Context: an optimization exercise on an open-source flow, tuned for small area and a short achievable clock period. The choices shown serve that exercise and are no tape-out recipe. Function was checked by simulation only, so behaviour that the tests miss may differ from the original.

==> design.v <==
package lms_pkg;
    localparam int unsigned NUM_TAPS   = 32;
    localparam int unsigned WEIGHT_W   = 24;
    localparam int unsigned MU_SHIFT   = 20;
    localparam int unsigned LEAK_SHIFT = 12;
    localparam int unsigned TAP_IDX_W  = $clog2(NUM_TAPS);
    typedef logic signed [WEIGHT_W-1:0] weight_t;
    typedef logic signed [15:0]         sample_t;
endpackage
module ref_sample_buffer #(
    parameter int unsigned DEPTH = lms_pkg::NUM_TAPS
) (
    input  logic                     clk_in,
    input  lms_pkg::sample_t         wr_data,
    input  logic                     wr_en,
    input  logic [$clog2(DEPTH)-1:0] rd_offset,
    output lms_pkg::sample_t         rd_data,
    output lms_pkg::sample_t         head
);
    lms_pkg::sample_t mem [0:DEPTH-1];
    always_ff @(posedge clk_in) begin
        if (wr_en) begin
            mem[0] <= wr_data;
            for (int unsigned i = 1; i < DEPTH; i++) begin
                mem[i] <= mem[i-1];
            end
        end
    end
    assign rd_data = mem[rd_offset];
    assign head    = mem[0];
endmodule
module lms_weight_updater #(
    parameter int unsigned NUM_TAPS   = lms_pkg::NUM_TAPS,
    parameter int unsigned WEIGHT_W   = lms_pkg::WEIGHT_W,
    parameter int unsigned MU_SHIFT   = lms_pkg::MU_SHIFT,
    parameter int unsigned LEAK_SHIFT = lms_pkg::LEAK_SHIFT
) (
    input  logic                        clk_in,
    input  logic                        rst_n_in,
    input  lms_pkg::sample_t            sample_in,
    input  logic                        sample_ready,
    input  lms_pkg::sample_t            error_in,
    input  logic                        error_ready,
    input  logic                        freeze_in,
    output logic signed [WEIGHT_W-1:0]  weight_out,
    output logic [$clog2(NUM_TAPS)-1:0] weight_idx_out,
    output logic                        weight_valid_out,
    output logic                        busy_out,
    output logic                        done_out,
    output logic                        overrun_out
);
    localparam int unsigned IDX_W = $clog2(NUM_TAPS);
    localparam int unsigned CNT_W = IDX_W + 1;
    localparam int unsigned QW    = 86;
    logic                       upd;         
    logic                       dn;          
    logic                       wz;          
    logic [CNT_W-1:0]           hist_n;      
    logic                       pend_valid;  
    logic                       samp_push;   
    lms_pkg::sample_t           samp_q;
    logic [7:0]                 e_one, e_two, e_neg;    
    logic signed [WEIGHT_W-1:0] ring [0:NUM_TAPS-1];
    logic                       start;
    logic                       last;
    logic                       buf_wr_en;
    lms_pkg::sample_t           buf_wr_data;
    logic                       hist_add;
    logic [IDX_W-1:0]           rd_base;
    logic [IDX_W-1:0]           rd_offset;
    logic                       pre_valid;
    logic                       hist_any;    
    lms_pkg::sample_t           x_idle;
    lms_pkg::sample_t           x_pre;
    lms_pkg::sample_t           x_pre_next;
    lms_pkg::sample_t           rd_data;
    lms_pkg::sample_t           head;
    lms_pkg::sample_t           x_next;
    logic [7:0]                 in_one, in_two, in_neg;   
    logic signed [WEIGHT_W-1:0] w_cur;
    logic signed [WEIGHT_W-1:0] new_weight;
    ref_sample_buffer #(
        .DEPTH (NUM_TAPS)
    ) u_ref_buf (
        .clk_in    (clk_in),
        .wr_data   (buf_wr_data),
        .wr_en     (buf_wr_en),
        .rd_offset (rd_offset),
        .rd_data   (rd_data),
        .head      (head)
    );
    assign start = !busy_out && error_ready && !freeze_in;
    assign last  = (weight_idx_out == IDX_W'(NUM_TAPS - 2));
    assign hist_add    = (!busy_out && sample_ready) || (dn && (sample_ready || pend_valid));
    assign buf_wr_en   = samp_push;
    assign buf_wr_data = samp_q;
    assign rd_base   = upd ? weight_idx_out + IDX_W'(3) : IDX_W'(1);
    assign rd_offset = rd_base - IDX_W'(samp_push);
    assign pre_valid = hist_n > CNT_W'(rd_base);
    always_comb begin
        x_idle = hist_any ? samp_q : '0;
        x_next = (!busy_out && sample_ready) ? sample_in : (upd ? x_pre : x_idle);
        x_pre_next = (!busy_out && sample_ready) ? x_idle : (pre_valid ? rd_data : '0);
    end
    always_comb begin
        for (int i = 0; i < 8; i++) begin
            logic bm, b0, b1;
            bm = (i == 0) ? 1'b0 : error_in[2*i-1];
            b0 = error_in[2*i];
            b1 = error_in[2*i+1];
            in_one[i] = b0 ^ bm;
            in_two[i] = (b1 & !b0 & !bm) | (!b1 & b0 & bm);
            in_neg[i] = b1;
        end
    end
    assign w_cur = wz ? '0 : ring[0];
    logic [QW-1:0] pp_bits;
    logic [QW-1:0] pipe_q;
    lms_tap_pp u_pp (
        .one (busy_out ? e_one : in_one),
        .two (busy_out ? e_two : in_two),
        .neg (busy_out ? e_neg : in_neg),
        .x   (x_next),
        .q   (pp_bits)
    );
    always_ff @(posedge clk_in) begin
        pipe_q <= pp_bits;
    end
    lms_tap_sum u_sum (
        .q     (pipe_q),
        .w     (w_cur),
        .new_w (new_weight)
    );
    assign weight_out = ring[NUM_TAPS-1];
    always_ff @(posedge clk_in) begin
        if (!busy_out) begin
            e_one <= in_one;
            e_two <= in_two;
            e_neg <= in_neg;
        end
        if (sample_ready) begin
            samp_q <= sample_in;
        end
        x_pre <= x_pre_next;
        weight_idx_out <= upd ? weight_idx_out + IDX_W'(1) : IDX_W'(NUM_TAPS - 1);
        if (upd) begin
            for (int unsigned i = 0; i < NUM_TAPS - 1; i++) begin
                ring[i] <= ring[i+1];
            end
            ring[NUM_TAPS-1] <= new_weight;
        end
    end
    always_ff @(posedge clk_in or negedge rst_n_in) begin
        if (!rst_n_in) begin
            upd              <= 1'b0;
            dn               <= 1'b0;
            busy_out         <= 1'b0;
            done_out         <= 1'b0;
            overrun_out      <= 1'b0;
            weight_valid_out <= 1'b0;
            pend_valid       <= 1'b0;
            samp_push        <= 1'b0;
            wz               <= 1'b1;
            hist_n           <= '0;
            hist_any         <= 1'b0;
        end else begin
            upd              <= start || (upd && !last);
            dn               <= upd && last;
            busy_out         <= start || upd;
            done_out         <= dn;
            weight_valid_out <= upd;
            overrun_out      <= (upd || dn) && (error_ready || (sample_ready && pend_valid));
            pend_valid       <= upd && (pend_valid || sample_ready);
            samp_push        <= (!busy_out && sample_ready) || (dn && (sample_ready || pend_valid));
            if (upd && last) begin
                wz <= 1'b0;
            end
            if (hist_add) begin
                hist_any <= 1'b1;
            end
            if (hist_add && !hist_n[CNT_W-1]) begin
                hist_n <= hist_n + CNT_W'(1);
            end
        end
    end
endmodule
module lms_tap_pp (
    input  logic [7:0]  one,
    input  logic [7:0]  two,
    input  logic [7:0]  neg,
    input  logic [15:0] x,
    output logic [85:0] q
);
    wire [16:0] xe = {x[15], x};
    wire [16:0] xs = {x, 1'b0};
    wire [16:0] one0 = {17{one[0]}};
    wire [16:0] two0 = {17{two[0]}};
    wire [16:0] ng0  = {17{neg[0]}};
    wire [16:0] pp0 = ((one0 & xe) | (two0 & xs)) ^ ng0;
    wire neg0 = neg[0];
    wire [16:0] one1 = {17{one[1]}};
    wire [16:0] two1 = {17{two[1]}};
    wire [16:0] ng1  = {17{neg[1]}};
    wire [16:0] pp1 = ((one1 & xe) | (two1 & xs)) ^ ng1;
    wire neg1 = neg[1];
    wire [16:0] one2 = {17{one[2]}};
    wire [16:0] two2 = {17{two[2]}};
    wire [16:0] ng2  = {17{neg[2]}};
    wire [16:0] pp2 = ((one2 & xe) | (two2 & xs)) ^ ng2;
    wire neg2 = neg[2];
    wire [16:0] one3 = {17{one[3]}};
    wire [16:0] two3 = {17{two[3]}};
    wire [16:0] ng3  = {17{neg[3]}};
    wire [16:0] pp3 = ((one3 & xe) | (two3 & xs)) ^ ng3;
    wire neg3 = neg[3];
    wire [16:0] one4 = {17{one[4]}};
    wire [16:0] two4 = {17{two[4]}};
    wire [16:0] ng4  = {17{neg[4]}};
    wire [16:0] pp4 = ((one4 & xe) | (two4 & xs)) ^ ng4;
    wire neg4 = neg[4];
    wire [16:0] one5 = {17{one[5]}};
    wire [16:0] two5 = {17{two[5]}};
    wire [16:0] ng5  = {17{neg[5]}};
    wire [16:0] pp5 = ((one5 & xe) | (two5 & xs)) ^ ng5;
    wire neg5 = neg[5];
    wire [16:0] one6 = {17{one[6]}};
    wire [16:0] two6 = {17{two[6]}};
    wire [16:0] ng6  = {17{neg[6]}};
    wire [16:0] pp6 = ((one6 & xe) | (two6 & xs)) ^ ng6;
    wire neg6 = neg[6];
    wire [16:0] one7 = {17{one[7]}};
    wire [16:0] two7 = {17{two[7]}};
    wire [16:0] ng7  = {17{neg[7]}};
    wire [16:0] pp7 = ((one7 & xe) | (two7 & xs)) ^ ng7;
    wire neg7 = neg[7];
    wire a0 = pp0[2] ^ pp1[0] ^ neg1;
    wire a1 = (pp0[2] & pp1[0]) | (pp0[2] & neg1) | (pp1[0] & neg1);
    wire a2 = pp0[4] ^ pp1[2] ^ pp2[0];
    wire a3 = (pp0[4] & pp1[2]) | (pp0[4] & pp2[0]) | (pp1[2] & pp2[0]);
    wire a4 = pp0[5] ^ pp1[3] ^ pp2[1];
    wire a5 = (pp0[5] & pp1[3]) | (pp0[5] & pp2[1]) | (pp1[3] & pp2[1]);
    wire a6 = pp0[6] ^ pp1[4] ^ pp2[2];
    wire a7 = (pp0[6] & pp1[4]) | (pp0[6] & pp2[2]) | (pp1[4] & pp2[2]);
    wire a8 = pp0[7] ^ pp1[5] ^ pp2[3];
    wire a9 = (pp0[7] & pp1[5]) | (pp0[7] & pp2[3]) | (pp1[5] & pp2[3]);
    wire a10 = pp0[8] ^ pp1[6] ^ pp2[4];
    wire a11 = (pp0[8] & pp1[6]) | (pp0[8] & pp2[4]) | (pp1[6] & pp2[4]);
    wire a12 = pp3[2] ^ pp4[0] ^ neg4;
    wire a13 = (pp3[2] & pp4[0]) | (pp3[2] & neg4) | (pp4[0] & neg4);
    wire a14 = pp0[9] ^ pp1[7] ^ pp2[5];
    wire a15 = (pp0[9] & pp1[7]) | (pp0[9] & pp2[5]) | (pp1[7] & pp2[5]);
    wire a16 = pp0[10] ^ pp1[8] ^ pp2[6];
    wire a17 = (pp0[10] & pp1[8]) | (pp0[10] & pp2[6]) | (pp1[8] & pp2[6]);
    wire a18 = pp3[4] ^ pp4[2] ^ pp5[0];
    wire a19 = (pp3[4] & pp4[2]) | (pp3[4] & pp5[0]) | (pp4[2] & pp5[0]);
    wire a20 = pp0[11] ^ pp1[9] ^ pp2[7];
    wire a21 = (pp0[11] & pp1[9]) | (pp0[11] & pp2[7]) | (pp1[9] & pp2[7]);
    wire a22 = pp3[5] ^ pp4[3] ^ pp5[1];
    wire a23 = (pp3[5] & pp4[3]) | (pp3[5] & pp5[1]) | (pp4[3] & pp5[1]);
    wire a24 = pp0[12] ^ pp1[10] ^ pp2[8];
    wire a25 = (pp0[12] & pp1[10]) | (pp0[12] & pp2[8]) | (pp1[10] & pp2[8]);
    wire a26 = pp3[6] ^ pp4[4] ^ pp5[2];
    wire a27 = (pp3[6] & pp4[4]) | (pp3[6] & pp5[2]) | (pp4[4] & pp5[2]);
    wire a28 = pp0[13] ^ pp1[11] ^ pp2[9];
    wire a29 = (pp0[13] & pp1[11]) | (pp0[13] & pp2[9]) | (pp1[11] & pp2[9]);
    wire a30 = pp3[7] ^ pp4[5] ^ pp5[3];
    wire a31 = (pp3[7] & pp4[5]) | (pp3[7] & pp5[3]) | (pp4[5] & pp5[3]);
    wire a32 = pp0[14] ^ pp1[12] ^ pp2[10];
    wire a33 = (pp0[14] & pp1[12]) | (pp0[14] & pp2[10]) | (pp1[12] & pp2[10]);
    wire a34 = pp3[8] ^ pp4[6] ^ pp5[4];
    wire a35 = (pp3[8] & pp4[6]) | (pp3[8] & pp5[4]) | (pp4[6] & pp5[4]);
    wire a36 = pp6[2] ^ pp7[0] ^ neg7;
    wire a37 = (pp6[2] & pp7[0]) | (pp6[2] & neg7) | (pp7[0] & neg7);
    wire a38 = pp0[15] ^ pp1[13] ^ pp2[11];
    wire a39 = (pp0[15] & pp1[13]) | (pp0[15] & pp2[11]) | (pp1[13] & pp2[11]);
    wire a40 = pp3[9] ^ pp4[7] ^ pp5[5];
    wire a41 = (pp3[9] & pp4[7]) | (pp3[9] & pp5[5]) | (pp4[7] & pp5[5]);
    wire a42 = ~pp0[16] ^ pp1[14] ^ pp2[12];
    wire a43 = (~pp0[16] & pp1[14]) | (~pp0[16] & pp2[12]) | (pp1[14] & pp2[12]);
    wire a44 = pp3[10] ^ pp4[8] ^ pp5[6];
    wire a45 = (pp3[10] & pp4[8]) | (pp3[10] & pp5[6]) | (pp4[8] & pp5[6]);
    wire a46 = pp6[4] ^ pp7[2] ^ 1'b1;
    wire a47 = (pp6[4] & pp7[2]) | (pp6[4] & 1'b1) | (pp7[2] & 1'b1);
    wire a48 = pp1[15] ^ pp2[13] ^ pp3[11];
    wire a49 = (pp1[15] & pp2[13]) | (pp1[15] & pp3[11]) | (pp2[13] & pp3[11]);
    wire a50 = pp4[9] ^ pp5[7] ^ pp6[5];
    wire a51 = (pp4[9] & pp5[7]) | (pp4[9] & pp6[5]) | (pp5[7] & pp6[5]);
    wire a52 = ~pp1[16] ^ pp2[14] ^ pp3[12];
    wire a53 = (~pp1[16] & pp2[14]) | (~pp1[16] & pp3[12]) | (pp2[14] & pp3[12]);
    wire a54 = pp4[10] ^ pp5[8] ^ pp6[6];
    wire a55 = (pp4[10] & pp5[8]) | (pp4[10] & pp6[6]) | (pp5[8] & pp6[6]);
    wire a56 = pp2[15] ^ pp3[13] ^ pp4[11];
    wire a57 = (pp2[15] & pp3[13]) | (pp2[15] & pp4[11]) | (pp3[13] & pp4[11]);
    wire a58 = pp5[9] ^ pp6[7] ^ pp7[5];
    wire a59 = (pp5[9] & pp6[7]) | (pp5[9] & pp7[5]) | (pp6[7] & pp7[5]);
    wire a60 = ~pp2[16] ^ pp3[14] ^ pp4[12];
    wire a61 = (~pp2[16] & pp3[14]) | (~pp2[16] & pp4[12]) | (pp3[14] & pp4[12]);
    wire a62 = pp5[10] ^ pp6[8] ^ pp7[6];
    wire a63 = (pp5[10] & pp6[8]) | (pp5[10] & pp7[6]) | (pp6[8] & pp7[6]);
    wire a64 = pp3[15] ^ pp4[13] ^ pp5[11];
    wire a65 = (pp3[15] & pp4[13]) | (pp3[15] & pp5[11]) | (pp4[13] & pp5[11]);
    wire a66 = pp6[9] ^ pp7[7] ^ 1'b1;
    wire a67 = (pp6[9] & pp7[7]) | (pp6[9] & 1'b1) | (pp7[7] & 1'b1);
    wire a68 = ~pp3[16] ^ pp4[14] ^ pp5[12];
    wire a69 = (~pp3[16] & pp4[14]) | (~pp3[16] & pp5[12]) | (pp4[14] & pp5[12]);
    wire a70 = pp4[15] ^ pp5[13] ^ pp6[11];
    wire a71 = (pp4[15] & pp5[13]) | (pp4[15] & pp6[11]) | (pp5[13] & pp6[11]);
    wire a72 = ~pp4[16] ^ pp5[14] ^ pp6[12];
    wire a73 = (~pp4[16] & pp5[14]) | (~pp4[16] & pp6[12]) | (pp5[14] & pp6[12]);
    wire a74 = pp5[15] ^ pp6[13] ^ pp7[11];
    wire a75 = (pp5[15] & pp6[13]) | (pp5[15] & pp7[11]) | (pp6[13] & pp7[11]);
    wire a76 = ~pp5[16] ^ pp6[14] ^ pp7[12];
    wire a77 = (~pp5[16] & pp6[14]) | (~pp5[16] & pp7[12]) | (pp6[14] & pp7[12]);
    wire a78 = pp6[15] ^ pp7[13] ^ 1'b1;
    wire a79 = (pp6[15] & pp7[13]) | (pp6[15] & 1'b1) | (pp7[13] & 1'b1);
    wire a80 = pp0[3] ^ pp1[1] ^ a1;
    wire a81 = (pp0[3] & pp1[1]) | (pp0[3] & a1) | (pp1[1] & a1);
    wire a82 = pp3[0] ^ neg3 ^ a5;
    wire a83 = (pp3[0] & neg3) | (pp3[0] & a5) | (neg3 & a5);
    wire a84 = pp3[1] ^ a7 ^ a8;
    wire a85 = (pp3[1] & a7) | (pp3[1] & a8) | (a7 & a8);
    wire a86 = a9 ^ a10 ^ a12;
    wire a87 = (a9 & a10) | (a9 & a12) | (a10 & a12);
    wire a88 = pp3[3] ^ pp4[1] ^ a11;
    wire a89 = (pp3[3] & pp4[1]) | (pp3[3] & a11) | (pp4[1] & a11);
    wire a90 = neg5 ^ a15 ^ a16;
    wire a91 = (neg5 & a15) | (neg5 & a16) | (a15 & a16);
    wire a92 = a17 ^ a19 ^ a20;
    wire a93 = (a17 & a19) | (a17 & a20) | (a19 & a20);
    wire a94 = pp6[0] ^ neg6 ^ a21;
    wire a95 = (pp6[0] & neg6) | (pp6[0] & a21) | (neg6 & a21);
    wire a96 = a23 ^ a24 ^ a26;
    wire a97 = (a23 & a24) | (a23 & a26) | (a24 & a26);
    wire a98 = pp6[1] ^ a25 ^ a27;
    wire a99 = (pp6[1] & a25) | (pp6[1] & a27) | (a25 & a27);
    wire a100 = a29 ^ a31 ^ a32;
    wire a101 = (a29 & a31) | (a29 & a32) | (a31 & a32);
    wire a102 = pp6[3] ^ pp7[1] ^ a33;
    wire a103 = (pp6[3] & pp7[1]) | (pp6[3] & a33) | (pp7[1] & a33);
    wire a104 = a35 ^ a37 ^ a38;
    wire a105 = (a35 & a37) | (a35 & a38) | (a37 & a38);
    wire a106 = a39 ^ a41 ^ a42;
    wire a107 = (a39 & a41) | (a39 & a42) | (a41 & a42);
    wire a108 = pp7[3] ^ 1'b1 ^ a43;
    wire a109 = (pp7[3] & 1'b1) | (pp7[3] & a43) | (1'b1 & a43);
    wire a110 = a45 ^ a47 ^ a48;
    wire a111 = (a45 & a47) | (a45 & a48) | (a47 & a48);
    wire a112 = pp7[4] ^ a49 ^ a51;
    wire a113 = (pp7[4] & a49) | (pp7[4] & a51) | (a49 & a51);
    wire a114 = 1'b1 ^ a53 ^ a55;
    wire a115 = (1'b1 & a53) | (1'b1 & a55) | (a53 & a55);
    wire a116 = a57 ^ a59 ^ a60;
    wire a117 = (a57 & a59) | (a57 & a60) | (a59 & a60);
    wire a118 = a61 ^ a63 ^ a64;
    wire a119 = (a61 & a63) | (a61 & a64) | (a63 & a64);
    wire a120 = pp6[10] ^ pp7[8] ^ a65;
    wire a121 = (pp6[10] & pp7[8]) | (pp6[10] & a65) | (pp7[8] & a65);
    wire a122 = pp7[9] ^ 1'b1 ^ a69;
    wire a123 = (pp7[9] & 1'b1) | (pp7[9] & a69) | (1'b1 & a69);
    wire a124 = pp7[10] ^ a71 ^ a72;
    wire a125 = (pp7[10] & a71) | (pp7[10] & a72) | (a71 & a72);
    wire a126 = 1'b1 ^ a73 ^ a74;
    wire a127 = (1'b1 & a73) | (1'b1 & a74) | (a73 & a74);
    wire a128 = ~pp6[16] ^ pp7[14] ^ a79;
    wire a129 = (~pp6[16] & pp7[14]) | (~pp6[16] & a79) | (pp7[14] & a79);
    assign q[0] = pp0[0];  
    assign q[1] = neg0;  
    assign q[2] = pp0[1];  
    assign q[3] = a0;  
    assign q[4] = a80;  
    assign q[5] = neg2;  
    assign q[6] = a2;  
    assign q[7] = a81;  
    assign q[8] = a3;  
    assign q[9] = a4;  
    assign q[10] = a6;  
    assign q[11] = a82;  
    assign q[12] = a83;  
    assign q[13] = a84;  
    assign q[14] = a85;  
    assign q[15] = a86;  
    assign q[16] = a13;  
    assign q[17] = a14;  
    assign q[18] = a87;  
    assign q[19] = a88;  
    assign q[20] = a18;  
    assign q[21] = a89;  
    assign q[22] = a90;  
    assign q[23] = a22;  
    assign q[24] = a91;  
    assign q[25] = a92;  
    assign q[26] = a93;  
    assign q[27] = a94;  
    assign q[28] = a96;  
    assign q[29] = a28;  
    assign q[30] = a30;  
    assign q[31] = a95;  
    assign q[32] = a97;  
    assign q[33] = a98;  
    assign q[34] = a34;  
    assign q[35] = a36;  
    assign q[36] = a99;  
    assign q[37] = a100;  
    assign q[38] = a40;  
    assign q[39] = a101;  
    assign q[40] = a102;  
    assign q[41] = a104;  
    assign q[42] = a44;  
    assign q[43] = a46;  
    assign q[44] = a103;  
    assign q[45] = a105;  
    assign q[46] = a106;  
    assign q[47] = a50;  
    assign q[48] = a107;  
    assign q[49] = a108;  
    assign q[50] = a110;  
    assign q[51] = a52;  
    assign q[52] = a54;  
    assign q[53] = a109;  
    assign q[54] = a111;  
    assign q[55] = a112;  
    assign q[56] = a56;  
    assign q[57] = a58;  
    assign q[58] = a113;  
    assign q[59] = a114;  
    assign q[60] = a62;  
    assign q[61] = a115;  
    assign q[62] = a116;  
    assign q[63] = a66;  
    assign q[64] = a117;  
    assign q[65] = a118;  
    assign q[66] = a67;  
    assign q[67] = a68;  
    assign q[68] = a119;  
    assign q[69] = a120;  
    assign q[70] = a70;  
    assign q[71] = a121;  
    assign q[72] = a122;  
    assign q[73] = a123;  
    assign q[74] = a124;  
    assign q[75] = a125;  
    assign q[76] = a126;  
    assign q[77] = a75;  
    assign q[78] = a76;  
    assign q[79] = a127;  
    assign q[80] = a77;  
    assign q[81] = a78;  
    assign q[82] = a128;  
    assign q[83] = pp7[15];  
    assign q[84] = a129;  
    assign q[85] = ~pp7[16];  
endmodule
module lms_tap_sum (
    input  logic [85:0] q,
    input  logic [23:0] w,
    output logic [23:0] new_w
);
    wire b0 = q[29] ^ q[30];
    wire b1 = q[29] & q[30];
    wire b2 = q[34] ^ q[35];
    wire b3 = q[34] & q[35];
    wire b4 = q[38] ^ q[39];
    wire b5 = q[38] & q[39];
    wire b6 = q[42] ^ q[43] ^ q[44];
    wire b7 = (q[42] & q[43]) | (q[42] & q[44]) | (q[43] & q[44]);
    wire b8 = q[47] ^ q[48];
    wire b9 = q[47] & q[48];
    wire b10 = q[51] ^ q[52] ^ q[53];
    wire b11 = (q[51] & q[52]) | (q[51] & q[53]) | (q[52] & q[53]);
    wire b12 = q[56] ^ q[57];
    wire b13 = q[56] & q[57];
    wire b14 = q[60] ^ q[61];
    wire b15 = q[60] & q[61];
    wire b16 = q[63] ^ q[64];
    wire b17 = q[63] & q[64];
    wire b18 = q[66] ^ q[67] ^ q[68];
    wire b19 = (q[66] & q[67]) | (q[66] & q[68]) | (q[67] & q[68]);
    wire b20 = q[70] ^ q[71];
    wire b21 = q[70] & q[71];
    wire b22 = q[16] ^ q[17];
    wire b23 = q[16] & q[17];
    wire b24 = q[20] ^ q[21];
    wire b25 = q[20] & q[21];
    wire b26 = q[23] ^ q[24];
    wire b27 = q[23] & q[24];
    wire b28 = q[26] ^ q[27];
    wire b29 = q[26] & q[27];
    wire b30 = q[31] ^ q[32] ^ q[33];
    wire b31 = (q[31] & q[32]) | (q[31] & q[33]) | (q[32] & q[33]);
    wire b32 = q[36] ^ q[37] ^ b1;
    wire b33 = (q[36] & q[37]) | (q[36] & b1) | (q[37] & b1);
    wire b34 = q[40] ^ q[41] ^ b3;
    wire b35 = (q[40] & q[41]) | (q[40] & b3) | (q[41] & b3);
    wire b36 = q[45] ^ q[46] ^ b5;
    wire b37 = (q[45] & q[46]) | (q[45] & b5) | (q[46] & b5);
    wire b38 = q[49] ^ q[50] ^ b8;
    wire b39 = (q[49] & q[50]) | (q[49] & b8) | (q[50] & b8);
    wire b40 = q[54] ^ q[55] ^ b9;
    wire b41 = (q[54] & q[55]) | (q[54] & b9) | (q[55] & b9);
    wire b42 = q[58] ^ q[59] ^ b12;
    wire b43 = (q[58] & q[59]) | (q[58] & b12) | (q[59] & b12);
    wire b44 = q[62] ^ w[0] ^ b13;
    wire b45 = (q[62] & w[0]) | (q[62] & b13) | (w[0] & b13);
    wire b46 = q[65] ^ w[1] ^ b15;
    wire b47 = (q[65] & w[1]) | (q[65] & b15) | (w[1] & b15);
    wire b48 = q[69] ^ w[2] ^ b17;
    wire b49 = (q[69] & w[2]) | (q[69] & b17) | (w[2] & b17);
    wire b50 = q[72] ^ w[3] ^ b20;
    wire b51 = (q[72] & w[3]) | (q[72] & b20) | (w[3] & b20);
    wire b52 = q[73] ^ q[74] ^ w[4];
    wire b53 = (q[73] & q[74]) | (q[73] & w[4]) | (q[74] & w[4]);
    wire b54 = q[75] ^ q[76];
    wire b55 = q[75] & q[76];
    wire b56 = q[77] ^ q[78] ^ q[79];
    wire b57 = (q[77] & q[78]) | (q[77] & q[79]) | (q[78] & q[79]);
    wire b58 = q[80] ^ q[81];
    wire b59 = q[80] & q[81];
    wire b60 = 1'b1 ^ q[83];
    wire b61 = 1'b1 & q[83];
    wire b62 = q[5] ^ q[6];
    wire b63 = q[5] & q[6];
    wire b64 = q[8] ^ q[9];
    wire b65 = q[8] & q[9];
    wire b66 = q[10] ^ q[11];
    wire b67 = q[10] & q[11];
    wire b68 = q[12] ^ q[13];
    wire b69 = q[12] & q[13];
    wire b70 = q[14] ^ q[15];
    wire b71 = q[14] & q[15];
    wire b72 = q[18] ^ q[19] ^ b22;
    wire b73 = (q[18] & q[19]) | (q[18] & b22) | (q[19] & b22);
    wire b74 = q[22] ^ b23 ^ b24;
    wire b75 = (q[22] & b23) | (q[22] & b24) | (b23 & b24);
    wire b76 = q[25] ^ b25 ^ b26;
    wire b77 = (q[25] & b25) | (q[25] & b26) | (b25 & b26);
    wire b78 = q[28] ^ b27 ^ b28;
    wire b79 = (q[28] & b27) | (q[28] & b28) | (b27 & b28);
    wire b80 = b29 ^ b0 ^ b30;
    wire b81 = (b29 & b0) | (b29 & b30) | (b0 & b30);
    wire b82 = b2 ^ b31 ^ b32;
    wire b83 = (b2 & b31) | (b2 & b32) | (b31 & b32);
    wire b84 = b4 ^ b33 ^ b34;
    wire b85 = (b4 & b33) | (b4 & b34) | (b33 & b34);
    wire b86 = b6 ^ b35 ^ b36;
    wire b87 = (b6 & b35) | (b6 & b36) | (b35 & b36);
    wire b88 = b7 ^ b37 ^ b38;
    wire b89 = (b7 & b37) | (b7 & b38) | (b37 & b38);
    wire b90 = b10 ^ b39 ^ b40;
    wire b91 = (b10 & b39) | (b10 & b40) | (b39 & b40);
    wire b92 = b11 ^ b41 ^ b42;
    wire b93 = (b11 & b41) | (b11 & b42) | (b41 & b42);
    wire b94 = b14 ^ b43 ^ b44;
    wire b95 = (b14 & b43) | (b14 & b44) | (b43 & b44);
    wire b96 = b16 ^ b45 ^ b46;
    wire b97 = (b16 & b45) | (b16 & b46) | (b45 & b46);
    wire b98 = b18 ^ b47 ^ b48;
    wire b99 = (b18 & b47) | (b18 & b48) | (b47 & b48);
    wire b100 = b19 ^ b49 ^ b50;
    wire b101 = (b19 & b49) | (b19 & b50) | (b49 & b50);
    wire b102 = b21 ^ b52 ^ b51;
    wire b103 = (b21 & b52) | (b21 & b51) | (b52 & b51);
    wire b104 = w[5] ^ b54 ^ b53;
    wire b105 = (w[5] & b54) | (w[5] & b53) | (b54 & b53);
    wire b106 = w[6] ^ b55 ^ b56;
    wire b107 = (w[6] & b55) | (w[6] & b56) | (b55 & b56);
    wire b108 = w[7] ^ b58 ^ b57;
    wire b109 = (w[7] & b58) | (w[7] & b57) | (b58 & b57);
    wire b110 = q[82] ^ w[8] ^ b59;
    wire b111 = (q[82] & w[8]) | (q[82] & b59) | (w[8] & b59);
    wire b112 = q[84] ^ w[9] ^ b60;
    wire b113 = (q[84] & w[9]) | (q[84] & b60) | (w[9] & b60);
    wire b114 = q[85] ^ w[10] ^ b61;
    wire b115 = (q[85] & w[10]) | (q[85] & b61) | (w[10] & b61);
    wire [32:0] ra, rb;
    assign ra[0] = q[0];
    assign rb[0] = q[1];
    assign ra[1] = q[2];
    assign rb[1] = 1'b0;
    assign ra[2] = q[3];
    assign rb[2] = 1'b0;
    assign ra[3] = q[4];
    assign rb[3] = 1'b0;
    assign ra[4] = q[7];
    assign rb[4] = b62;
    assign ra[5] = b63;
    assign rb[5] = b64;
    assign ra[6] = b65;
    assign rb[6] = b66;
    assign ra[7] = b67;
    assign rb[7] = b68;
    assign ra[8] = b69;
    assign rb[8] = b70;
    assign ra[9] = b71;
    assign rb[9] = b72;
    assign ra[10] = b73;
    assign rb[10] = b74;
    assign ra[11] = b75;
    assign rb[11] = b76;
    assign ra[12] = b77;
    assign rb[12] = b78;
    assign ra[13] = b79;
    assign rb[13] = b80;
    assign ra[14] = b81;
    assign rb[14] = b82;
    assign ra[15] = b83;
    assign rb[15] = b84;
    assign ra[16] = b85;
    assign rb[16] = b86;
    assign ra[17] = b87;
    assign rb[17] = b88;
    assign ra[18] = b89;
    assign rb[18] = b90;
    assign ra[19] = b91;
    assign rb[19] = b92;
    assign ra[20] = b93;
    assign rb[20] = b94;
    assign ra[21] = b95;
    assign rb[21] = b96;
    assign ra[22] = b97;
    assign rb[22] = b98;
    assign ra[23] = b99;
    assign rb[23] = b100;
    assign ra[24] = b101;
    assign rb[24] = b102;
    assign ra[25] = b104;
    assign rb[25] = b103;
    assign ra[26] = b105;
    assign rb[26] = b106;
    assign ra[27] = b107;
    assign rb[27] = b108;
    assign ra[28] = b110;
    assign rb[28] = b109;
    assign ra[29] = b111;
    assign rb[29] = b112;
    assign ra[30] = b113;
    assign rb[30] = b114;
    assign ra[31] = 1'b1;
    assign rb[31] = b115;
    assign ra[32] = 1'b1;
    assign rb[32] = 1'b0;
    wire [32:0] g0 = ra & rb;
    wire [32:0] p0 = ra ^ rb;
    wire b116 = g0[1] | (p0[1] & g0[0]);
    wire b117 = p0[1] & p0[0];
    wire b118 = g0[3] | (p0[3] & g0[2]);
    wire b119 = p0[3] & p0[2];
    wire b120 = g0[5] | (p0[5] & g0[4]);
    wire b121 = p0[5] & p0[4];
    wire b122 = g0[7] | (p0[7] & g0[6]);
    wire b123 = p0[7] & p0[6];
    wire b124 = g0[9] | (p0[9] & g0[8]);
    wire b125 = p0[9] & p0[8];
    wire b126 = g0[11] | (p0[11] & g0[10]);
    wire b127 = p0[11] & p0[10];
    wire b128 = g0[13] | (p0[13] & g0[12]);
    wire b129 = p0[13] & p0[12];
    wire b130 = g0[15] | (p0[15] & g0[14]);
    wire b131 = p0[15] & p0[14];
    wire b132 = g0[17] | (p0[17] & g0[16]);
    wire b133 = p0[17] & p0[16];
    wire b134 = g0[19] | (p0[19] & g0[18]);
    wire b135 = p0[19] & p0[18];
    wire b136 = g0[21] | (p0[21] & g0[20]);
    wire b137 = p0[21] & p0[20];
    wire b138 = g0[23] | (p0[23] & g0[22]);
    wire b139 = p0[23] & p0[22];
    wire b140 = g0[25] | (p0[25] & g0[24]);
    wire b141 = p0[25] & p0[24];
    wire b142 = g0[27] | (p0[27] & g0[26]);
    wire b143 = p0[27] & p0[26];
    wire b144 = g0[29] | (p0[29] & g0[28]);
    wire b145 = p0[29] & p0[28];
    wire b146 = g0[31] | (p0[31] & g0[30]);
    wire b147 = p0[31] & p0[30];
    wire b148 = g0[2] | (p0[2] & b116);
    wire b149 = p0[2] & b117;
    wire b150 = b118 | (b119 & b116);
    wire b151 = b119 & b117;
    wire b152 = g0[6] | (p0[6] & b120);
    wire b153 = p0[6] & b121;
    wire b154 = b122 | (b123 & b120);
    wire b155 = b123 & b121;
    wire b156 = g0[10] | (p0[10] & b124);
    wire b157 = p0[10] & b125;
    wire b158 = b126 | (b127 & b124);
    wire b159 = b127 & b125;
    wire b160 = g0[14] | (p0[14] & b128);
    wire b161 = p0[14] & b129;
    wire b162 = b130 | (b131 & b128);
    wire b163 = b131 & b129;
    wire b164 = g0[18] | (p0[18] & b132);
    wire b165 = p0[18] & b133;
    wire b166 = b134 | (b135 & b132);
    wire b167 = b135 & b133;
    wire b168 = g0[22] | (p0[22] & b136);
    wire b169 = p0[22] & b137;
    wire b170 = b138 | (b139 & b136);
    wire b171 = b139 & b137;
    wire b172 = g0[26] | (p0[26] & b140);
    wire b173 = p0[26] & b141;
    wire b174 = b142 | (b143 & b140);
    wire b175 = b143 & b141;
    wire b176 = g0[30] | (p0[30] & b144);
    wire b177 = p0[30] & b145;
    wire b178 = b146 | (b147 & b144);
    wire b179 = b147 & b145;
    wire b180 = g0[4] | (p0[4] & b150);
    wire b181 = p0[4] & b151;
    wire b182 = b120 | (b121 & b150);
    wire b183 = b121 & b151;
    wire b184 = b152 | (b153 & b150);
    wire b185 = b153 & b151;
    wire b186 = b154 | (b155 & b150);
    wire b187 = b155 & b151;
    wire b188 = g0[12] | (p0[12] & b158);
    wire b189 = p0[12] & b159;
    wire b190 = b128 | (b129 & b158);
    wire b191 = b129 & b159;
    wire b192 = b160 | (b161 & b158);
    wire b193 = b161 & b159;
    wire b194 = b162 | (b163 & b158);
    wire b195 = b163 & b159;
    wire b196 = g0[20] | (p0[20] & b166);
    wire b197 = p0[20] & b167;
    wire b198 = b136 | (b137 & b166);
    wire b199 = b137 & b167;
    wire b200 = b168 | (b169 & b166);
    wire b201 = b169 & b167;
    wire b202 = b170 | (b171 & b166);
    wire b203 = b171 & b167;
    wire b204 = g0[28] | (p0[28] & b174);
    wire b205 = p0[28] & b175;
    wire b206 = b144 | (b145 & b174);
    wire b207 = b145 & b175;
    wire b208 = b176 | (b177 & b174);
    wire b209 = b177 & b175;
    wire b210 = b178 | (b179 & b174);
    wire b211 = b179 & b175;
    wire b212 = g0[8] | (p0[8] & b186);
    wire b213 = p0[8] & b187;
    wire b214 = b124 | (b125 & b186);
    wire b215 = b125 & b187;
    wire b216 = b156 | (b157 & b186);
    wire b217 = b157 & b187;
    wire b218 = b158 | (b159 & b186);
    wire b219 = b159 & b187;
    wire b220 = b188 | (b189 & b186);
    wire b221 = b189 & b187;
    wire b222 = b190 | (b191 & b186);
    wire b223 = b191 & b187;
    wire b224 = b192 | (b193 & b186);
    wire b225 = b193 & b187;
    wire b226 = b194 | (b195 & b186);
    wire b227 = b195 & b187;
    wire b228 = g0[24] | (p0[24] & b202);
    wire b229 = p0[24] & b203;
    wire b230 = b140 | (b141 & b202);
    wire b231 = b141 & b203;
    wire b232 = b172 | (b173 & b202);
    wire b233 = b173 & b203;
    wire b234 = b174 | (b175 & b202);
    wire b235 = b175 & b203;
    wire b236 = b204 | (b205 & b202);
    wire b237 = b205 & b203;
    wire b238 = b206 | (b207 & b202);
    wire b239 = b207 & b203;
    wire b240 = b208 | (b209 & b202);
    wire b241 = b209 & b203;
    wire b242 = b210 | (b211 & b202);
    wire b243 = b211 & b203;
    wire b244 = g0[16] | (p0[16] & b226);
    wire b245 = p0[16] & b227;
    wire b246 = b132 | (b133 & b226);
    wire b247 = b133 & b227;
    wire b248 = b164 | (b165 & b226);
    wire b249 = b165 & b227;
    wire b250 = b166 | (b167 & b226);
    wire b251 = b167 & b227;
    wire b252 = b196 | (b197 & b226);
    wire b253 = b197 & b227;
    wire b254 = b198 | (b199 & b226);
    wire b255 = b199 & b227;
    wire b256 = b200 | (b201 & b226);
    wire b257 = b201 & b227;
    wire b258 = b202 | (b203 & b226);
    wire b259 = b203 & b227;
    wire b260 = b228 | (b229 & b226);
    wire b261 = b229 & b227;
    wire b262 = b230 | (b231 & b226);
    wire b263 = b231 & b227;
    wire b264 = b232 | (b233 & b226);
    wire b265 = b233 & b227;
    wire b266 = b234 | (b235 & b226);
    wire b267 = b235 & b227;
    wire b268 = b236 | (b237 & b226);
    wire b269 = b237 & b227;
    wire b270 = b238 | (b239 & b226);
    wire b271 = b239 & b227;
    wire b272 = b240 | (b241 & b226);
    wire b273 = b241 & b227;
    wire b274 = b242 | (b243 & b226);
    wire b275 = b243 & b227;
    wire b276 = g0[32] | (p0[32] & b274);
    wire b277 = p0[32] & b275;
    wire [32:20] t;
    assign t[20] = p0[20] ^ b250;
    assign t[21] = p0[21] ^ b252;
    assign t[22] = p0[22] ^ b254;
    assign t[23] = p0[23] ^ b256;
    assign t[24] = p0[24] ^ b258;
    assign t[25] = p0[25] ^ b260;
    assign t[26] = p0[26] ^ b262;
    assign t[27] = p0[27] ^ b264;
    assign t[28] = p0[28] ^ b266;
    assign t[29] = p0[29] ^ b268;
    assign t[30] = p0[30] ^ b270;
    assign t[31] = p0[31] ^ b272;
    assign t[32] = p0[32] ^ b274;
    wire [12:0] wh     = w[23:11];
    wire [12:0] wh_inc = wh + 13'd1;
    wire [12:0] wh_dec = wh - 13'd1;
    wire        wh_max = (wh == 13'h0fff);
    wire        wh_min = (wh == 13'h1000);
    wire [12:0] hi_inc = wh_max ? wh : wh_inc;
    wire [12:0] hi_dec = wh_min ? wh : wh_dec;
    wire [23:0] nw;
    assign nw[23:11] = (t[32] == 1'b0 && t[31] == 1'b1) ? hi_inc : (t[32] ? hi_dec : wh);
    assign nw[10:0]  = (t[32] == 1'b0 && t[31] == 1'b1 && wh_max) ? 11'h7ff :
                          ((t[32] && wh_min) ? 11'h000 : t[30:20]);
    assign new_w = nw;
endmodule
==> flow/run.sh <==
#!/bin/bash
# The standard layout (standard.sh, unchanged synthesis and steps), with
# ORFS's timing repair asked to leave 9.5 ns of setup slack at the design's
# clock period, so that it keeps working on paths well inside the period.
set -euo pipefail
export SETUP_SLACK_MARGIN=9.7
# Port buffers: a plain buffer rather than the cell buffer_ports picks by itself.
export BUFFER_PORTS_ARGS="-buffer_cell sky130_fd_sc_hd__buf_4"
bash standard.sh > flow.log 2>&1
==> standard.sh <==
#!/bin/bash
# synth_recipe.tcl (not shown) runs the flow's synth.tcl, then flattens the netlist and writes it again
# the make line also repeats each setting of config.mk as NAME=value (left out here)
make -C /OpenROAD-flow-scripts/flow DESIGN_CONFIG=/design/flow/config.mk WORK_HOME=/design/flow/orfs CLKGATE_MAP_FILE= SYNTH_SCRIPT=/design/flow/synth_recipe.tcl "${@:-finish}"
==> config.mk <==
export PLATFORM = sky130hd
export DESIGN_NAME = lms_weight_updater
export DESIGN_NICKNAME = lms_weight_updater
export VERILOG_FILES = /design/flow/design.v
export SDC_FILE = /design/flow/constraint.sdc
export NUM_CORES = 4
export LEC_CHECK = 0
export CAP_MARGIN = 20
export CORE_MARGIN = 2
export CORE_UTILIZATION = 40
export CTS_BUF_LIST = sky130_fd_sc_hd__clkbuf_16
export CTS_CLUSTER_DIAMETER = 120
export CTS_CLUSTER_SIZE = 24
export SLEW_MARGIN = 20
==> constraint.sdc <==
create_clock -name core_clock -period 14.0 [get_ports {clk_in}]
set_input_delay 2.8000 -clock core_clock [delete_from_list [all_inputs] [get_ports {clk_in}]]
set_output_delay 2.8000 -clock core_clock [all_outputs]
set_load 0.01 [all_outputs]
==> run summary <==
==> state kept, by name, indices dropped and copies added, names as in the netlist, 5 cells and up <==
| name | flops |
|---|---|
| e_neg | 6 |
| e_one | 8 |
| u_ref_buf.mem | 512 |
| weight_idx_out | 5 |
| x_pre | 16 |
| samp_q | 16 |
| pipe_q | 86 |
| hist_n | 6 |
| e_two | 8 |
| ring | 768 |
==> area by class of cell <==
cell class | count | area share [%]
antenna | 1 | 0.00402
sequential | 1441 | 67.3
clock inverter | 29 | 0.247
multi-input combinational | 1505 | 20.6
timing repair inverter | 1 | 0.0120
inverter | 141 | 0.869
clock buffer | 73 | 2.93
timing repair buffer | 274 | 4.47
tap | 1781 | 3.58
==> kinds of logic (layout without fill, tap and decap cells) <==
family,count (synthesis),after routing,synth area share [%]
other,0,1,0
AOI/OAI and AO/OA,595,596,7.53
buffers and inverters,274,518,1.99
muxes,78,78,1.66
and+or+nand+nor,500,501,4.37
adders and majority gates,157,157,4.85
xor gates and xnor gates,173,173,2.86
DFF,1441,1441,76.7
==> synthesized netlist by cell type (all sizes together), types with 15 or more instances <==
library cell / count / area, um2
xnor2: 158 / 1420
inv: 139 / 522
o22ai: 129 / 807
o211ai: 27 / 203
and3: 15 / 93.8
xor2: 15 / 139
edfxtp: 1296 / 38900
a22oi: 66 / 500
dfxtp: 129 / 2580
ha: 66 / 826
nor2: 124 / 465
o21ai: 64 / 320
nand2: 149 / 559
a31oi: 17 / 113
a21oi: 109 / 549
nor2b: 21 / 131
a221oi: 17 / 155
nand3: 61 / 305
buf: 42 / 218
a22o: 23 / 201
a32o: 17 / 170
mux2: 17 / 195
nor3: 28 / 150
a211oi: 15 / 113
fa: 91 / 1820
a32oi: 16 / 140
clkbuf: 91 / 342
nand4: 31 / 194
mux2i: 53 / 531
dfrtp: 15 / 375
==> worst max-delay path, cell delays in order <==
cell and delay (ns):
buf_16 0.09, nand2b_4 0.15, buf_4 0.18, buf_4 0.13, o21ai_4 0.23, clkbuf_16 0.20
o22ai_2 0.09, xnor2_2 0.17, fa_2 0.56, inv_1 0.05, fa_2 0.52
==> cell usage in the layout (no fill, tap or decap), types with 23 or more instances in the layout <==
| cell | Yosys | routed |
|---|---|---|
| a21oi_1 | 108 | 94 |
| a22o_1 | 23 | 23 |
| a22oi_1 | 65 | 64 |
| buf_12 | 0 | 28 |
| buf_4 | 4 | 203 |
| buf_6 | 2 | 27 |
| clkbuf_16 | 0 | 75 |
| dfxtp_1 | 129 | 125 |
| edfxtp_1 | 1296 | 1296 |
| fa_1 | 91 | 65 |
| fa_2 | 0 | 26 |
| ha_1 | 66 | 58 |
| inv_1 | 131 | 139 |
| mux2i_1 | 53 | 51 |
| nand2_1 | 149 | 141 |
| nand3_1 | 61 | 59 |
| nand4_1 | 31 | 31 |
| nor2_1 | 124 | 118 |
| o211ai_1 | 27 | 27 |
| o21ai_0 | 46 | 30 |
| o22ai_1 | 129 | 97 |
| xnor2_1 | 156 | 133 |
| xnor2_2 | 0 | 23 |
==> per-stage QoR <==
stage / utilization, %
finish: 46.0
global route: 46.0
CTS: 45.5
detailed placement: 42.5
global placement: 42.5
floorplan: -
==> per-layer routing <==
metal  GRT usage [%]  share of wire (%)  up-vias
li1                -                  -    12734
met1            26.1                 44    15004
met2            26.2                 44     1272
met3            3.77                8.7      225
met4            5.55                2.8        0
met5               0                  0        -
==> final timing paths <==
kind	startpoint	endpoint	slack, ns	depth (start not counted)
worst max-delay path	sample_ready	pipe_q[50]	9.45	11
worst min-delay path	ring[5][1]	ring[4][1]	0.41	0
worst max register to register	weight_idx_out[0]	x_pre[1]	9.77	13
worst min register to register	ring[5][1]	ring[4][1]	0.41	0
max in group asynchronous	rst_n_in	wz	11.74	1
min in group asynchronous	rst_n_in	weight_valid_out	1.99	1
==> what timing repair did <==
action	in CTS	in global routing
gates resized for setup	144	127
pin swaps	65	68
setup buffers	103	17
setup endpoints to repair	369	171
cloned	10	2
==> reports/metrics.yaml <==
rsz0062_at_grt: "true"
start_kind: "input port"
slew_headroom_pct: 23.9
finalNetCount: 3628
postCtsHoldBufs: 0
clock.fmax_ghz: 0.220
required_ns: 14.63
path_class: "input port to flop"
die_w_um: 373
clockBufferDepth: 3
dr.pass1.iters: 5
drc: 0
ys_types: 88
coreArea_um2: 135000
ys_ff_latch: 1441
htree_levels: 3
worst_pin_slew_ns: 1.13
die_area_um2: 139000
synth_nets: 3412
synthCells: 3218
drt-total-wl_um: 127000
endpoint_kind: "flop"
ys_async_sr_fraction_pct: 1.11
ios: 70
crit_arrival_ns: 5.17
portBuffers: 69
hold_ws_ns: 0.410
row_count: 135
gr-total-overflow: 0
stdcell_count: 5246
die_h_um: 373
grt_pass1_wl_um: 186000
finalClockSkew_ns: 0.0374
grt.total_usage_pct: 17.7
synth_area_um2: 54600
grt_max_degree: 192
yosysWarnings: 4
n_fill_cell: 11623
root_buffer: "clkbuf_16"
multiInputGateArea_um2: 12800
maxCapViolations: 0
grt_pass1_vias: 28172
vias: 29235
synth_edf_count: 1296
antenna_found_initial: 4
dpl_worst_slack_ns: 8.00
place_congestion: 0.875
placed_area_um2: 57600
fin_tns_setup_ns: 0
viasPerCell: 5.57
worstHoldPathType: "flop to flop"
start_util_pct: 40.3
clkLatencyLatePin_ns: 0.70
post-route-min-period_ns: 4.55
cp_max_fo: 7
period_share_pct: 32.5
place_hpwl_um: 75200
drive_gt1_share_pct: 17.7
seq_area_frac_synth_pct: 76.7
avgSynthCellArea_um2: 17.0
status: "timing/DRC/antenna clean"
regArea_um2: 41900
setup_viol: 0
clk_pin_slew_worst_paths_ns: 0.10
synth_ff_type: "edfxtp_1"
place_inst: 5011
final_max_slew_viol_count: 0
setup_ws_ns: 9.45
wl_per_cell_um: 24.2
cts_sinks: 1441
hold_viol_final: 0
cts-buffers-inserted: 70
cts_tree: "done"
finalInstanceArea_um2: 62300
drt_iter0_drc: 3870
synthToLayoutAreaGrowth_pct: 14.1
ant_nets: 0

re-timing with driven ports:
How much do the figures lean on ideal ports? The routed layout below was timed once more, with nothing changed but the port constraints. Step 1, drivers: a clkbuf_16 drives clk_in and a buf_2 each remaining input, both assumed. Step 2 moves the port delays by t, midway between the first and last clock arrival at a register: inputs arrive t later, outputs are due t later. That takes back most of the time a late clock gives input paths. Three values: no drivers, after step 1, after step 2; two values: the first two.
shift t [ns]: 0.746
setup slack, ns: 9.453 / 9.383 / 8.637
worst setup path after step 2: input to register
slew at the worst register clock pin (ns): 0.11 / 0.11
worst data-port slew with drivers (ns): 0.14
After both steps setup and hold are still met in this run. The setup slack of this run moves by -0.070 ns with the drivers and by -0.816 ns with both steps.
